Source: an optimization exercise on an open RTL-to-GDS flow (aim: small area and a short achievable clock period). Production flows keep margins and buffers that such runs may drop. Where RTL was checked, it was by simulation tests only, not by an equivalence proof against the original.

==> job 2326: inputs <==
==> flow/design.v (excerpt) <==
module grad_top (
    input  wire logic        clk,
    input  wire logic        rst,
    input  wire logic        in_valid,
    input  wire logic        sof,
    input  wire logic [7:0]  pixel,
    output logic             out_valid,
    output logic [32:0]      grad
);
    logic       in_v;
    logic       in_sof;
    logic [7:0] in_pix;
    always_ff @(posedge clk) begin
        in_v   <= in_valid;
        in_sof <= sof;
        in_pix <= pixel;
    end
    logic [7:0] sr [33];
    logic [3:0] col;
    logic [1:0] row;       
    logic [3:0] cur_col;
    logic [1:0] cur_row;
    logic       interior;
    assign cur_col  = in_sof ? 4'd0 : col;
    assign cur_row  = in_sof ? 2'd0 : row;
    assign interior = cur_row[1] && (cur_col[3:1] != 3'd0);
    always_ff @(posedge clk) begin
        if (!rst) begin
            col <= 4'd0;
            row <= 2'd0;
        end else if (in_v) begin
            col <= cur_col + 4'd1;
            if (cur_col == 4'd15 && !cur_row[1])
                row <= cur_row + 2'd1;
            else
                row <= cur_row;
        end
    end
    always_ff @(posedge clk) begin
        if (in_v) begin
            sr[0] <= in_pix;
            for (int i = 1; i < 33; i++)
                sr[i] <= sr[i-1];
        end
    end
    logic [10-1:0] vld;
    always_ff @(posedge clk) begin
        if (!rst)
            vld <= '0;
        else
            vld <= {vld[10-2:0], in_v & interior};
    end
    assign out_valid = vld[10-1];
    logic [8:0] dv, dh;
    logic [7:0] av, ah;
    logic       neg, ovf, hz;
    logic [7:0] dsr;
  ...
export LEC_CHECK = 0
export CAP_MARGIN = 20
export CORE_MARGIN = 2
export CORE_UTILIZATION = 65
export CTS_CLUSTER_DIAMETER = 80
export CTS_CLUSTER_SIZE = 25
export SLEW_MARGIN = 20
create_clock -name core_clock -period 26.0 [get_ports {clk}]
standard.sh (not shown) runs the stock make flow with config.mk's settings and CLKGATE_MAP_FILE= SYNTH_SCRIPT=/design/flow/synth_recipe.tcl, a recipe that flattens the netlist after the stock synthesis.
==> flow/flow/run.sh <==
#!/bin/bash
# The standard layout, with the port buffers made from buf_4 cells instead of the
# resizer's default pick (a delay cell), so that the ports are not slowed down.
set -euo pipefail
export BUFFER_PORTS_ARGS="-buffer_cell sky130_fd_sc_hd__buf_4"
bash standard.sh > standard.log 2>&1
==> inputs of job 3591, as changes to job 2326 <==
--- a/flow/design.v
+++ b/flow/design.v
@@ -65,23 +65,23 @@
     assign ovf = (ah[7:5] == 3'd0) && (av[7:3] >= ah[4:0]) && (av != 8'd0);
     assign hz  = (ah == 8'd0);
     assign dsr = ovf ? 8'd0 : {ah[7:1], ah[0] | hz};
     logic [8:0] dq0_t;
     assign dq0_t = {{3'd0, av[7:3]}, av[2:0][2]};
     logic [8:0] dq0_d;
     logic dq0_ge;
     logic [9:0] dq0_x;
-    assign dq0_x = {1'b0, dq0_t} - {1'b0, {1'b0, dsr}};
+    assign dq0_x = {1'b0, dq0_t} - {1'b0, {1'b0, ah}};
     assign dq0_d = dq0_x[8:0];
     assign dq0_ge = !dq0_x[9];
     logic [7:0] dq0_r;
     assign dq0_r = dq0_ge ? dq0_d[7:0] : dq0_t[7:0];
     logic [0:0] dq0_q;
-    assign dq0_q = {dq0_ge};
+    assign dq0_q = {(dq0_ge && av != 8'd0) || ovf};
     logic [7:0] p1_drem;
     logic [7:0] p1_ndsr;
     logic p1_neg;
     logic p1_dquo;
     logic [2:0] p1_num;
     logic [7:0] p1_av;
     logic [7:0] p1_ah;
     always_ff @(posedge clk) begin
==> qor summary <==
Buffers excl. clock: job 2326 60; job 3591 53
Non-clk buf share: job 2326 1.45%; job 3591 1.21%
Critical path arrival: job 2326 6.99 ns; job 3591 1.03 ns
Post-synthesis share of cell area spent on full adders, half adders and majority gates: job 2326 15.3%; job 3591 15.1%
Clock tree skew after final layout: job 2326 0.0274 ns; job 3591 0.0210 ns
Share of post-route cells with drive strength above 1: job 2326 6.98%; job 3591 7.33%
Largest fanout on the critical path: job 2326 12; job 3591 1
Post-route standard cell area excluding fillers: job 2326 33400 µm²; job 3591 33900 µm²
Status: job 2326 no timing/DRC/antenna violations; job 3591 no timing/DRC/antenna violations
R2R setup slack: job 2326 19.47 ns; job 3591 20.74 ns
Maximum number of pins on one net before global-route repair: job 2326 184; job 3591 216
Worst reg2reg path depth: job 2326 30; job 3591 18
Global routing usage on met2: job 2326 35.2%; job 3591 36.4%
Final Cycle Share: job 2326 25.1%; job 3591 24.0%
Compound-cell area share of the yosys netlist: job 2326 10.5%; job 3591 11.1%
Routed WL per cell: job 2326 14.9 µm; job 3591 15.2 µm
Placed Area: job 2326 32100 µm²; job 3591 32700 µm²
Mapped Area: job 2326 31000 µm²; job 3591 31600 µm²
Invs w/o clock: job 2326 235; job 3591 205
No functional check of the RTL was part of any run of this note.

---

==> v38: inputs <==
Another version of the RTL of grad_top (not shown whole).
// grad_top
module grad_top (
    input  wire logic        clk,
    input  wire logic        rst,
    input  wire logic        in_valid,
    input  wire logic        sof,
    input  wire logic [7:0]  pixel,
    output logic             out_valid,
    output logic [32:0]      grad
);
Settings: LEC_CHECK=0, CAP_MARGIN=20, CORE_MARGIN=2, CORE_UTILIZATION=65, CTS_CLUSTER_DIAMETER=80, CTS_CLUSTER_SIZE=25, SLEW_MARGIN=20; clock period 26.0 ns.
Scripts as last shown in full above: flow/flow/run.sh
==> v7: changes against v38 <==
--- a/flow/design.v
+++ b/flow/design.v
@@ -76,21 +76,19 @@
     logic [7:0] dq0_r;
     assign dq0_r = dq0_ge ? dq0_d[7:0] : dq0_t[7:0];
     logic [0:0] dq0_q;
     assign dq0_q = {(dq0_ge && av != 8'd0) || ovf};
     logic [7:0] p1_drem;
-    logic p1_hz;
-    logic p1_ovf;
+    logic [7:0] p1_ndsr;
     logic p1_neg;
     logic p1_dquo;
     logic [2:0] p1_num;
     logic [7:0] p1_av;
     logic [7:0] p1_ah;
     always_ff @(posedge clk) begin
         p1_drem <= dq0_r;
-        p1_hz <= hz;
-        p1_ovf <= ovf;
+        p1_ndsr <= ~(dsr);
         p1_neg <= neg;
         p1_dquo <= dq0_q;
         p1_num <= av[2:0];
         p1_av <= av;
         p1_ah <= ah;
@@ -471,11 +469,11 @@
     assign ssq = sqa_s;
     logic [8:0] dq1_t;
     assign dq1_t = {p1_drem, p1_num[1]};
     logic [8:0] dq1_a, dq1_b;
     assign dq1_a = dq1_t;
-    assign dq1_b = {1'b0, (p1_ovf ? 8'd0 : {p1_ah[7:1], p1_ah[0] | p1_hz})};
+    assign dq1_b = {1'b0, (~p1_ndsr)};
     logic [8:0] dq1_g, dq1_p, dq1_d;
     logic [9:0] dq1_cy;
     logic dq1_ge;
     assign dq1_g[0] = dq1_a[0] & !dq1_b[0];
     assign dq1_p[0] = !(dq1_a[0] ^ dq1_b[0]);
@@ -566,11 +564,11 @@
     assign dq1_q = {p1_dquo, dq1_ge};
     logic [8:0] dq2_t;
     assign dq2_t = {dq1_r, p1_num[0]};
     logic [8:0] dq2_a, dq2_b;
     assign dq2_a = dq2_t;
-    assign dq2_b = {1'b0, (p1_ovf ? 8'd0 : {p1_ah[7:1], p1_ah[0] | p1_hz})};
+    assign dq2_b = {1'b0, (~p1_ndsr)};
     logic [8:0] dq2_g, dq2_p, dq2_d;
     logic [9:0] dq2_cy;
     logic dq2_ge;
     assign dq2_g[0] = dq2_a[0] & !dq2_b[0];
     assign dq2_p[0] = !(dq2_a[0] ^ dq2_b[0]);
@@ -646,11 +644,11 @@
     logic p2_neg;
     logic [2:0] p2_dquo;
     logic [16:0] p2_srad;
     always_ff @(posedge clk) begin
         p2_drem <= dq2_r;
-        p2_ndsr <= ~((p1_ovf ? 8'd0 : {p1_ah[7:1], p1_ah[0] | p1_hz}));
+        p2_ndsr <= ~((~p1_ndsr));
         p2_neg <= p1_neg;
         p2_dquo <= dq2_q;
         p2_srad <= ssq;
     end
     logic [8:0] dq3_t;
CORE_UTILIZATION = 85   (was 65)
==> v27: changes against v38 <==
--- a/flow/design.v
+++ b/flow/design.v
@@ -76,21 +76,19 @@
     logic [7:0] dq0_r;
     assign dq0_r = dq0_ge ? dq0_d[7:0] : dq0_t[7:0];
     logic [0:0] dq0_q;
     assign dq0_q = {(dq0_ge && av != 8'd0) || ovf};
     logic [7:0] p1_drem;
-    logic p1_hz;
-    logic p1_ovf;
+    logic [7:0] p1_ndsr;
     logic p1_neg;
     logic p1_dquo;
     logic [2:0] p1_num;
     logic [7:0] p1_av;
     logic [7:0] p1_ah;
     always_ff @(posedge clk) begin
         p1_drem <= dq0_r;
-        p1_hz <= hz;
-        p1_ovf <= ovf;
+        p1_ndsr <= ~(dsr);
         p1_neg <= neg;
         p1_dquo <= dq0_q;
         p1_num <= av[2:0];
         p1_av <= av;
         p1_ah <= ah;
@@ -471,11 +469,11 @@
     assign ssq = sqa_s;
     logic [8:0] dq1_t;
     assign dq1_t = {p1_drem, p1_num[1]};
     logic [8:0] dq1_a, dq1_b;
     assign dq1_a = dq1_t;
-    assign dq1_b = {1'b0, (p1_ovf ? 8'd0 : {p1_ah[7:1], p1_ah[0] | p1_hz})};
+    assign dq1_b = {1'b0, (~p1_ndsr)};
     logic [8:0] dq1_g, dq1_p, dq1_d;
     logic [9:0] dq1_cy;
     logic dq1_ge;
     assign dq1_g[0] = dq1_a[0] & !dq1_b[0];
     assign dq1_p[0] = !(dq1_a[0] ^ dq1_b[0]);
@@ -566,11 +564,11 @@
     assign dq1_q = {p1_dquo, dq1_ge};
     logic [8:0] dq2_t;
     assign dq2_t = {dq1_r, p1_num[0]};
     logic [8:0] dq2_a, dq2_b;
     assign dq2_a = dq2_t;
-    assign dq2_b = {1'b0, (p1_ovf ? 8'd0 : {p1_ah[7:1], p1_ah[0] | p1_hz})};
+    assign dq2_b = {1'b0, (~p1_ndsr)};
     logic [8:0] dq2_g, dq2_p, dq2_d;
     logic [9:0] dq2_cy;
     logic dq2_ge;
     assign dq2_g[0] = dq2_a[0] & !dq2_b[0];
     assign dq2_p[0] = !(dq2_a[0] ^ dq2_b[0]);
@@ -646,11 +644,11 @@
     logic p2_neg;
     logic [2:0] p2_dquo;
     logic [16:0] p2_srad;
     always_ff @(posedge clk) begin
         p2_drem <= dq2_r;
-        p2_ndsr <= ~((p1_ovf ? 8'd0 : {p1_ah[7:1], p1_ah[0] | p1_hz}));
+        p2_ndsr <= ~((~p1_ndsr));
         p2_neg <= p1_neg;
         p2_dquo <= dq2_q;
         p2_srad <= ssq;
     end
     logic [8:0] dq3_t;
CORE_UTILIZATION = 75   (was 65)
==> out/qor.csv <==
stage,metric,value,unit
setup_path,worstPathArrival,6.75,ns
setup_path,critPathMaxFanout,9,
synth,yosysSeqAreaShare,0.566,
drt,viasPerCell,6.34,
drt,top_layer,met5,
run_status,run_status,no timing/DRC/antenna violations,
cells_and_area,nNetsFinal,2780,
Source of the figures above: v7

==> out/qor.csv <==
stage,metric,value,unit
run_status,run_status,no timing/DRC/antenna violations,
drt,viasPerCell,5.64,
setup_path,worstPathArrival,1.01,ns
drt,top_layer,met4,
synth,yosysSeqAreaShare,0.566,
Source of the figures above: v27

==> out/qor.csv <==
stage,metric,value,unit
run_status,run_status,no timing/DRC/antenna violations,
drt,top_layer,met4,
synth,yosysSeqAreaShare,0.562,
Source of the figures above: v38

The RTL of v38 was laid out without a check of its function.

---

==> run C <==
RTL: one of the versions met above, not the one the previous note started from.
## grad_top
module grad_top (
    input  wire logic        clk,
    input  wire logic        rst,
    input  wire logic        in_valid,
    input  wire logic        sof,
    input  wire logic [7:0]  pixel,
    output logic             out_valid,
    output logic [32:0]      grad
);
clock: 26.0 ns
lec_check: 0
cap_margin: 20
core_margin: 2
core_utilization: 65
cts_cluster_diameter: 80
cts_cluster_size: 25
slew_margin: 20
==> flow/flow/run.sh <==
#!/bin/bash
# The standard layout, with the port buffers made from buf_4 cells instead of the
# resizer's default pick (a delay cell), and a clock tree with fewer levels.
set -euo pipefail
export BUFFER_PORTS_ARGS="-buffer_cell sky130_fd_sc_hd__buf_4"
export CTS_ARGS="-sink_clustering_enable -repair_clock_nets -sink_clustering_size 25 -sink_clustering_max_diameter 80 -sink_clustering_levels 1"
bash standard.sh > standard.log 2>&1
==> run E: changes against run C <==
==> flow/flow/run.sh (replaced) <==
#!/bin/bash
# The standard layout, with the port buffers made from buf_4 cells instead of the
# resizer's default pick (a delay cell), so that the ports are not slowed down.
set -euo pipefail
export BUFFER_PORTS_ARGS="-buffer_cell sky130_fd_sc_hd__buf_4"
bash standard.sh > standard.log 2>&1
--- a/flow/config.mk
+++ b/flow/config.mk
@@ -7,7 +7,7 @@
 export LEC_CHECK = 0
 export CAP_MARGIN = 20
 export CORE_MARGIN = 2
-export CORE_UTILIZATION = 65
+export CORE_UTILIZATION = 55
 export CTS_CLUSTER_DIAMETER = 80
 export CTS_CLUSTER_SIZE = 25
 export SLEW_MARGIN = 20
==> run A: changes against run C <==
==> flow/flow/run.sh (replaced) <==
#!/bin/bash
# The standard layout, with the port buffers made from buf_4 cells instead of the
# resizer's default pick (a delay cell), so that the ports are not slowed down.
set -euo pipefail
export BUFFER_PORTS_ARGS="-buffer_cell sky130_fd_sc_hd__buf_4"
bash standard.sh > standard.log 2>&1
==> comparison table <==
item	run E	run C	run A
Result of the run	finished clean	finished clean	finished clean
Worst reg2reg endpoint	p2_drem[7]$_DFF_P_	p4_drem[1]$_DFF_P_	p4_drem[1]$_DFF_P_
Area of combinational cells with multiple inputs	12040 sq um	12050 sq um	12050 sq um
Starting density of the core	0.5547	0.6567	0.6567
Final nets	2783	2779	2779
Proportion of cell area occupied by multi-input gates	0.3674	0.3696	0.3696
Clock-cell share of area	0.03539	0.03476	0.03476
Setup slack, reg-to-reg	20.41 ns	20.46 ns	20.46 ns
Area of the placeable core	54880 sq um	46360 sq um	46360 sq um
Worst hold slack across all endpoints	0.3276 ns	0.3262 ns	0.3262 ns
Die Span X	239.3 um	220.4 um	220.4 um
Number of cells in the finished layout apart from fillers	3154	3055	3055
Finished Core Util	0.5973	0.7034	0.7034

---

==> wip/maple <==
grad_top, a different RTL version from the one above (not shown whole).
Design grad_top, start of the top module:
module grad_top (
    input  wire logic        clk,
    input  wire logic        rst,
    input  wire logic        in_valid,
    input  wire logic        sof,
    input  wire logic [7:0]  pixel,
    output logic             out_valid,
    output logic [32:0]      grad
);
export LEC_CHECK = 0
export CAP_MARGIN = 20
export CORE_MARGIN = 2
export CORE_UTILIZATION = 75
export CTS_CLUSTER_DIAMETER = 80
export CTS_CLUSTER_SIZE = 25
export SLEW_MARGIN = 20
create_clock -name core_clock -period 26.0 [get_ports {clk}]
==> flow/flow/run.sh <==
#!/bin/bash
# The standard layout, with the port buffers made from buf_2 cells instead of the
# resizer's default pick (a delay cell), and clkbuf_8 cells at the clock tree's leaves.
set -euo pipefail
export BUFFER_PORTS_ARGS="-buffer_cell sky130_fd_sc_hd__buf_2"
export CTS_ARGS="-sink_clustering_enable -repair_clock_nets -sink_clustering_size 16 -sink_clustering_max_diameter 80 -buf_list {sky130_fd_sc_hd__clkbuf_8 sky130_fd_sc_hd__clkbuf_16} -root_buf sky130_fd_sc_hd__clkbuf_16 -sink_clustering_buffer sky130_fd_sc_hd__clkbuf_8"
bash standard.sh > standard.log 2>&1
==> wip/delta (differences from wip/maple) <==
--- a/flow/design.v
+++ b/flow/design.v
@@ -64,92 +64,18 @@
     assign neg = (dv[8] ^ dh[8]) && (av != 8'd0);
     assign ovf = (ah[7:5] == 3'd0) && (av[7:3] >= ah[4:0]) && (av != 8'd0);
     assign hz  = (ah == 8'd0);
     assign dsr = ovf ? 8'd0 : {ah[7:1], ah[0] | hz};
     logic [8:0] dq0_t;
     assign dq0_t = {{3'd0, av[7:3]}, av[2:0][2]};
-    logic [8:0] dq0_a, dq0_b;
-    assign dq0_a = dq0_t;
-    assign dq0_b = {1'b0, ah};
-    logic [8:0] dq0_g, dq0_p, dq0_d;
-    logic [9:0] dq0_cy;
+    logic [8:0] dq0_d;
     logic dq0_ge;
-    assign dq0_g[0] = dq0_a[0] & !dq0_b[0];
-    assign dq0_p[0] = !(dq0_a[0] ^ dq0_b[0]);
-    assign dq0_g[1] = dq0_a[1] & !dq0_b[1];
-    assign dq0_p[1] = !(dq0_a[1] ^ dq0_b[1]);
-    assign dq0_g[2] = dq0_a[2] & !dq0_b[2];
-    assign dq0_p[2] = !(dq0_a[2] ^ dq0_b[2]);
-    assign dq0_g[3] = dq0_a[3] & !dq0_b[3];
-    assign dq0_p[3] = !(dq0_a[3] ^ dq0_b[3]);
-    assign dq0_g[4] = dq0_a[4] & !dq0_b[4];
-    assign dq0_p[4] = !(dq0_a[4] ^ dq0_b[4]);
-    assign dq0_g[5] = dq0_a[5] & !dq0_b[5];
-    assign dq0_p[5] = !(dq0_a[5] ^ dq0_b[5]);
-    assign dq0_g[6] = dq0_a[6] & !dq0_b[6];
-    assign dq0_p[6] = !(dq0_a[6] ^ dq0_b[6]);
-    assign dq0_g[7] = dq0_a[7] & !dq0_b[7];
-    assign dq0_p[7] = !(dq0_a[7] ^ dq0_b[7]);
-    assign dq0_g[8] = dq0_a[8] & !dq0_b[8];
-    assign dq0_p[8] = !(dq0_a[8] ^ dq0_b[8]);
-    logic dq0_G0_m, dq0_P0_m;
-    assign dq0_G0_m = dq0_g[0] | (dq0_p[0] & 1'b1);
-    assign dq0_P0_m = dq0_p[0] & 1'b0;
-    logic dq0_G1_m, dq0_P1_m;
-    assign dq0_G1_m = dq0_g[1] | (dq0_p[1] & dq0_G0_m);
-    assign dq0_P1_m = dq0_p[1] & dq0_P0_m;
-    logic dq0_G2_m, dq0_P2_m;
-    assign dq0_G2_m = dq0_g[2] | (dq0_p[2] & dq0_G1_m);
-    assign dq0_P2_m = dq0_p[2] & dq0_P1_m;
-    logic dq0_G3_m, dq0_P3_m;
-    assign dq0_G3_m = dq0_g[3] | (dq0_p[3] & dq0_G2_m);
-    assign dq0_P3_m = dq0_p[3] & dq0_P2_m;
-    logic dq0_G4_m, dq0_P4_m;
-    assign dq0_G4_m = dq0_g[4] | (dq0_p[4] & dq0_G3_m);
-    assign dq0_P4_m = dq0_p[4] & dq0_P3_m;
-    logic dq0_G5_4, dq0_P5_4;
-    assign dq0_G5_4 = dq0_g[5] | (dq0_p[5] & dq0_g[4]);
-    assign dq0_P5_4 = dq0_p[5] & dq0_p[4];
-    logic dq0_G5_m, dq0_P5_m;
-    assign dq0_G5_m = dq0_G5_4 | (dq0_P5_4 & dq0_G3_m);
-    assign dq0_P5_m = dq0_P5_4 & dq0_P3_m;
-    logic dq0_G6_4, dq0_P6_4;
-    assign dq0_G6_4 = dq0_g[6] | (dq0_p[6] & dq0_G5_4);
-    assign dq0_P6_4 = dq0_p[6] & dq0_P5_4;
-    logic dq0_G6_m, dq0_P6_m;
-    assign dq0_G6_m = dq0_G6_4 | (dq0_P6_4 & dq0_G3_m);
-    assign dq0_P6_m = dq0_P6_4 & dq0_P3_m;
-    logic dq0_G7_4, dq0_P7_4;
-    assign dq0_G7_4 = dq0_g[7] | (dq0_p[7] & dq0_G6_4);
-    assign dq0_P7_4 = dq0_p[7] & dq0_P6_4;
-    logic dq0_G7_m, dq0_P7_m;
-    assign dq0_G7_m = dq0_G7_4 | (dq0_P7_4 & dq0_G3_m);
-    assign dq0_P7_m = dq0_P7_4 & dq0_P3_m;
-    logic dq0_G8_m, dq0_P8_m;
-    assign dq0_G8_m = dq0_g[8] | (dq0_p[8] & dq0_G7_m);
-    assign dq0_P8_m = dq0_p[8] & dq0_P7_m;
-    assign dq0_cy[0] = 1'b1;
-    assign dq0_cy[1] = dq0_G0_m;
-    assign dq0_cy[2] = dq0_G1_m;
-    assign dq0_cy[3] = dq0_G2_m;
-    assign dq0_cy[4] = dq0_G3_m;
-    assign dq0_cy[5] = dq0_G4_m;
-    assign dq0_cy[6] = dq0_G5_m;
-    assign dq0_cy[7] = dq0_G6_m;
-    assign dq0_cy[8] = dq0_G7_m;
-    assign dq0_cy[9] = dq0_G8_m;
-    assign dq0_d[0] = dq0_p[0] ^ dq0_cy[0];
-    assign dq0_d[1] = dq0_p[1] ^ dq0_cy[1];
-    assign dq0_d[2] = dq0_p[2] ^ dq0_cy[2];
-    assign dq0_d[3] = dq0_p[3] ^ dq0_cy[3];
-    assign dq0_d[4] = dq0_p[4] ^ dq0_cy[4];
-    assign dq0_d[5] = dq0_p[5] ^ dq0_cy[5];
-    assign dq0_d[6] = dq0_p[6] ^ dq0_cy[6];
-    assign dq0_d[7] = dq0_p[7] ^ dq0_cy[7];
-    assign dq0_d[8] = dq0_p[8] ^ dq0_cy[8];
-    assign dq0_ge = dq0_cy[9];
+    logic [9:0] dq0_x;
+    assign dq0_x = {1'b0, dq0_t} - {1'b0, {1'b0, ah}};
+    assign dq0_d = dq0_x[8:0];
+    assign dq0_ge = !dq0_x[9];
     logic [7:0] dq0_r;
     assign dq0_r = dq0_ge ? dq0_d[7:0] : dq0_t[7:0];
     logic [0:0] dq0_q;
     assign dq0_q = {(dq0_ge && av != 8'd0) || ovf};
     logic [7:0] p1_drem;
     logic [7:0] p1_ndsr;
@@ -1636,15 +1562,18 @@
     logic sq4_G4_m, sq4_P4_m;
     assign sq4_G4_m = sq4_g[4] | (sq4_p[4] & sq4_G3_m);
     assign sq4_P4_m = sq4_p[4] & sq4_P3_m;
     logic sq4_G5_m, sq4_P5_m;
     assign sq4_G5_m = sq4_g[5] | (sq4_p[5] & sq4_G4_m);
     assign sq4_P5_m = sq4_p[5] & sq4_P4_m;
+    logic sq4_G6_5, sq4_P6_5;
+    assign sq4_G6_5 = sq4_g[6] | (sq4_p[6] & sq4_g[5]);
+    assign sq4_P6_5 = sq4_p[6] & sq4_p[5];
     logic sq4_G6_m, sq4_P6_m;
-    assign sq4_G6_m = sq4_g[6] | (sq4_p[6] & sq4_G5_m);
-    assign sq4_P6_m = sq4_p[6] & sq4_P5_m;
+    assign sq4_G6_m = sq4_G6_5 | (sq4_P6_5 & sq4_G4_m);
+    assign sq4_P6_m = sq4_P6_5 & sq4_P4_m;
     assign sq4_cy[0] = 1'b1;
     assign sq4_cy[1] = sq4_G0_m;
     assign sq4_cy[2] = sq4_G1_m;
     assign sq4_cy[3] = sq4_G2_m;
     assign sq4_cy[4] = sq4_G3_m;
     assign sq4_cy[5] = sq4_G4_m;
==> wip/xenon (differences from wip/maple) <==
--- a/flow/design.v
+++ b/flow/design.v
@@ -64,92 +64,18 @@
     assign neg = (dv[8] ^ dh[8]) && (av != 8'd0);
     assign ovf = (ah[7:5] == 3'd0) && (av[7:3] >= ah[4:0]) && (av != 8'd0);
     assign hz  = (ah == 8'd0);
     assign dsr = ovf ? 8'd0 : {ah[7:1], ah[0] | hz};
     logic [8:0] dq0_t;
     assign dq0_t = {{3'd0, av[7:3]}, av[2:0][2]};
-    logic [8:0] dq0_a, dq0_b;
-    assign dq0_a = dq0_t;
-    assign dq0_b = {1'b0, ah};
-    logic [8:0] dq0_g, dq0_p, dq0_d;
-    logic [9:0] dq0_cy;
+    logic [8:0] dq0_d;
     logic dq0_ge;
-    assign dq0_g[0] = dq0_a[0] & !dq0_b[0];
-    assign dq0_p[0] = !(dq0_a[0] ^ dq0_b[0]);
-    assign dq0_g[1] = dq0_a[1] & !dq0_b[1];
-    assign dq0_p[1] = !(dq0_a[1] ^ dq0_b[1]);
-    assign dq0_g[2] = dq0_a[2] & !dq0_b[2];
-    assign dq0_p[2] = !(dq0_a[2] ^ dq0_b[2]);
-    assign dq0_g[3] = dq0_a[3] & !dq0_b[3];
-    assign dq0_p[3] = !(dq0_a[3] ^ dq0_b[3]);
-    assign dq0_g[4] = dq0_a[4] & !dq0_b[4];
-    assign dq0_p[4] = !(dq0_a[4] ^ dq0_b[4]);
-    assign dq0_g[5] = dq0_a[5] & !dq0_b[5];
-    assign dq0_p[5] = !(dq0_a[5] ^ dq0_b[5]);
-    assign dq0_g[6] = dq0_a[6] & !dq0_b[6];
-    assign dq0_p[6] = !(dq0_a[6] ^ dq0_b[6]);
-    assign dq0_g[7] = dq0_a[7] & !dq0_b[7];
-    assign dq0_p[7] = !(dq0_a[7] ^ dq0_b[7]);
-    assign dq0_g[8] = dq0_a[8] & !dq0_b[8];
-    assign dq0_p[8] = !(dq0_a[8] ^ dq0_b[8]);
-    logic dq0_G0_m, dq0_P0_m;
-    assign dq0_G0_m = dq0_g[0] | (dq0_p[0] & 1'b1);
-    assign dq0_P0_m = dq0_p[0] & 1'b0;
-    logic dq0_G1_m, dq0_P1_m;
-    assign dq0_G1_m = dq0_g[1] | (dq0_p[1] & dq0_G0_m);
-    assign dq0_P1_m = dq0_p[1] & dq0_P0_m;
-    logic dq0_G2_m, dq0_P2_m;
-    assign dq0_G2_m = dq0_g[2] | (dq0_p[2] & dq0_G1_m);
-    assign dq0_P2_m = dq0_p[2] & dq0_P1_m;
-    logic dq0_G3_m, dq0_P3_m;
-    assign dq0_G3_m = dq0_g[3] | (dq0_p[3] & dq0_G2_m);
-    assign dq0_P3_m = dq0_p[3] & dq0_P2_m;
-    logic dq0_G4_m, dq0_P4_m;
-    assign dq0_G4_m = dq0_g[4] | (dq0_p[4] & dq0_G3_m);
-    assign dq0_P4_m = dq0_p[4] & dq0_P3_m;
-    logic dq0_G5_4, dq0_P5_4;
-    assign dq0_G5_4 = dq0_g[5] | (dq0_p[5] & dq0_g[4]);
-    assign dq0_P5_4 = dq0_p[5] & dq0_p[4];
-    logic dq0_G5_m, dq0_P5_m;
-    assign dq0_G5_m = dq0_G5_4 | (dq0_P5_4 & dq0_G3_m);
-    assign dq0_P5_m = dq0_P5_4 & dq0_P3_m;
-    logic dq0_G6_4, dq0_P6_4;
-    assign dq0_G6_4 = dq0_g[6] | (dq0_p[6] & dq0_G5_4);
-    assign dq0_P6_4 = dq0_p[6] & dq0_P5_4;
-    logic dq0_G6_m, dq0_P6_m;
-    assign dq0_G6_m = dq0_G6_4 | (dq0_P6_4 & dq0_G3_m);
-    assign dq0_P6_m = dq0_P6_4 & dq0_P3_m;
-    logic dq0_G7_4, dq0_P7_4;
-    assign dq0_G7_4 = dq0_g[7] | (dq0_p[7] & dq0_G6_4);
-    assign dq0_P7_4 = dq0_p[7] & dq0_P6_4;
-    logic dq0_G7_m, dq0_P7_m;
-    assign dq0_G7_m = dq0_G7_4 | (dq0_P7_4 & dq0_G3_m);
-    assign dq0_P7_m = dq0_P7_4 & dq0_P3_m;
-    logic dq0_G8_m, dq0_P8_m;
-    assign dq0_G8_m = dq0_g[8] | (dq0_p[8] & dq0_G7_m);
-    assign dq0_P8_m = dq0_p[8] & dq0_P7_m;
-    assign dq0_cy[0] = 1'b1;
-    assign dq0_cy[1] = dq0_G0_m;
-    assign dq0_cy[2] = dq0_G1_m;
-    assign dq0_cy[3] = dq0_G2_m;
-    assign dq0_cy[4] = dq0_G3_m;
-    assign dq0_cy[5] = dq0_G4_m;
-    assign dq0_cy[6] = dq0_G5_m;
-    assign dq0_cy[7] = dq0_G6_m;
-    assign dq0_cy[8] = dq0_G7_m;
-    assign dq0_cy[9] = dq0_G8_m;
-    assign dq0_d[0] = dq0_p[0] ^ dq0_cy[0];
-    assign dq0_d[1] = dq0_p[1] ^ dq0_cy[1];
-    assign dq0_d[2] = dq0_p[2] ^ dq0_cy[2];
-    assign dq0_d[3] = dq0_p[3] ^ dq0_cy[3];
-    assign dq0_d[4] = dq0_p[4] ^ dq0_cy[4];
-    assign dq0_d[5] = dq0_p[5] ^ dq0_cy[5];
-    assign dq0_d[6] = dq0_p[6] ^ dq0_cy[6];
-    assign dq0_d[7] = dq0_p[7] ^ dq0_cy[7];
-    assign dq0_d[8] = dq0_p[8] ^ dq0_cy[8];
-    assign dq0_ge = dq0_cy[9];
+    logic [9:0] dq0_x;
+    assign dq0_x = {1'b0, dq0_t} - {1'b0, {1'b0, ah}};
+    assign dq0_d = dq0_x[8:0];
+    assign dq0_ge = !dq0_x[9];
     logic [7:0] dq0_r;
     assign dq0_r = dq0_ge ? dq0_d[7:0] : dq0_t[7:0];
     logic [0:0] dq0_q;
     assign dq0_q = {(dq0_ge && av != 8'd0) || ovf};
     logic [7:0] p1_drem;
     logic [7:0] p1_ndsr;
@@ -1636,15 +1562,18 @@
     logic sq4_G4_m, sq4_P4_m;
     assign sq4_G4_m = sq4_g[4] | (sq4_p[4] & sq4_G3_m);
     assign sq4_P4_m = sq4_p[4] & sq4_P3_m;
     logic sq4_G5_m, sq4_P5_m;
     assign sq4_G5_m = sq4_g[5] | (sq4_p[5] & sq4_G4_m);
     assign sq4_P5_m = sq4_p[5] & sq4_P4_m;
+    logic sq4_G6_5, sq4_P6_5;
+    assign sq4_G6_5 = sq4_g[6] | (sq4_p[6] & sq4_g[5]);
+    assign sq4_P6_5 = sq4_p[6] & sq4_p[5];
     logic sq4_G6_m, sq4_P6_m;
-    assign sq4_G6_m = sq4_g[6] | (sq4_p[6] & sq4_G5_m);
-    assign sq4_P6_m = sq4_p[6] & sq4_P5_m;
+    assign sq4_G6_m = sq4_G6_5 | (sq4_P6_5 & sq4_G4_m);
+    assign sq4_P6_m = sq4_P6_5 & sq4_P4_m;
     assign sq4_cy[0] = 1'b1;
     assign sq4_cy[1] = sq4_G0_m;
     assign sq4_cy[2] = sq4_G1_m;
     assign sq4_cy[3] = sq4_G2_m;
     assign sq4_cy[4] = sq4_G3_m;
     assign sq4_cy[5] = sq4_G4_m;
Settings changed: CORE_UTILIZATION 75 to 80, CTS_CLUSTER_DIAMETER 80 to not set, CTS_CLUSTER_SIZE 25 to not set.
==> flow_summary_export.csv <==
group,metric,value,unit
status,run_status,"finished clean",
worst_setup_path,critPathLaunch,"vld[9]",
final_layout,clock_buffers,54,
global_routing,grt_use_met2,49.5,%
floorplan,die_outline_area,0.0382,mm2
drt,post_drt_wl_per_cell,17.4,um
final_layout,nNonClkInverters,283,
yosys,synth_cells,2255,
cts,path_clk_slew,0.12,ns
min_path,hold-path-endpoint,"p2_ah[4]",
timing,timing.fmax,161,MHz
global_routing,gr-usage-met1,30.3,%
floorplan,initial_core_util,80.8,%
floorplan,num_rows,70,
min_path,timing.hold.worst.start,"p1_ah[4]",
yosys,synth-compound-area-share,6.16,%
final_layout,final_nets,2655,
The numbers above come from wip/xenon.

==> flow_summary_export.csv <==
group,metric,value,unit
min_path,timing.hold.worst.start,"p8_dquo[9]",
status,run_status,"finished clean",
global_routing,grt_use_met2,42.5,%
final_layout,final_nets,2657,
drt,post_drt_wl_per_cell,15.8,um
yosys,synth-compound-area-share,6.16,%
global_routing,gr-usage-met1,28.6,%
cts,path_clk_slew,0.10,ns
min_path,hold-path-endpoint,"p9_dquo[11]",
final_layout,nNonClkInverters,283,
floorplan,initial_core_util,76.0,%
worst_setup_path,critPathLaunch,"grad[27]",
The numbers above come from wip/delta.

==> flow_summary_export.csv <==
group,metric,value,unit
cts,path_clk_slew,0.10,ns
status,run_status,"finished clean",
floorplan,initial_core_util,75.8,%
drt,post_drt_wl_per_cell,15.9,um
floorplan,num_rows,72,
min_path,hold-path-endpoint,"p2_av[2]",
final_layout,nNonClkInverters,294,
floorplan,die_outline_area,0.0407,mm2
timing,timing.fmax,161,MHz
worst_setup_path,critPathLaunch,"grad[9]",
yosys,synth-compound-area-share,5.97,%
The numbers above come from wip/maple.

No functional check of the RTL was part of wip/maple.

==> what the ideal ports hide <==
How much do the figures lean on ideal ports? The routed layouts below were timed once more, with nothing changed but the port constraints. Step 1 assumes that a clkbuf_16 drives the clock port and a buf_2 every other input. Step 2 also shifts input and output timing later by t, the mid clock arrival at the registers, as if the neighbouring blocks saw the same clock. Three values: ideal, step 1, step 2; two values: the first two.
| run | shift t [ns] | setup slack, ns | latest minus earliest clock arrival (ns) | worst data-port slew with drivers (ns) | cell pins on the clock port's net |
|---|---|---|---|---|---|
| job 2326 | 0.621 | 19.474 / 19.474 / 19.474 | 0.031 / 0.031 | 0.04 | 1 |
| job 3591 | 0.629 | 19.769 / 19.711 / 20.306 | 0.024 / 0.024 | 0.03 | 1 |
| v38 | 0.624 | 19.787 / 19.727 / 20.070 | 0.030 / 0.030 | 0.04 | 1 |
| v7 | 0.612 | 19.723 / 19.723 / 19.723 | 0.039 / 0.038 | 0.05 | 1 |
| v27 | 0.625 | 19.788 / 19.730 / 20.296 | 0.027 / 0.028 | 0.04 | 1 |
| run C | 0.623 | 19.779 / 19.725 / 20.329 | 0.031 / 0.031 | 0.04 | 1 |
| run E | 0.640 | 19.780 / 19.718 / 20.329 | 0.024 / 0.024 | 0.03 | 1 |
| run A | 0.623 | 19.779 / 19.725 / 20.329 | 0.031 / 0.031 | 0.04 | 1 |
| wip/maple | 0.617 | 19.789 / 19.732 / 19.863 | 0.027 / 0.027 | 0.03 | 1 |
| wip/delta | 0.606 | 19.788 / 19.731 / 19.905 | 0.040 / 0.040 | 0.03 | 1 |
| wip/xenon | 0.621 | 19.778 / 19.723 / 19.791 | 0.031 / 0.031 | 0.03 | 1 |
After both steps every run listed still meets setup and hold.
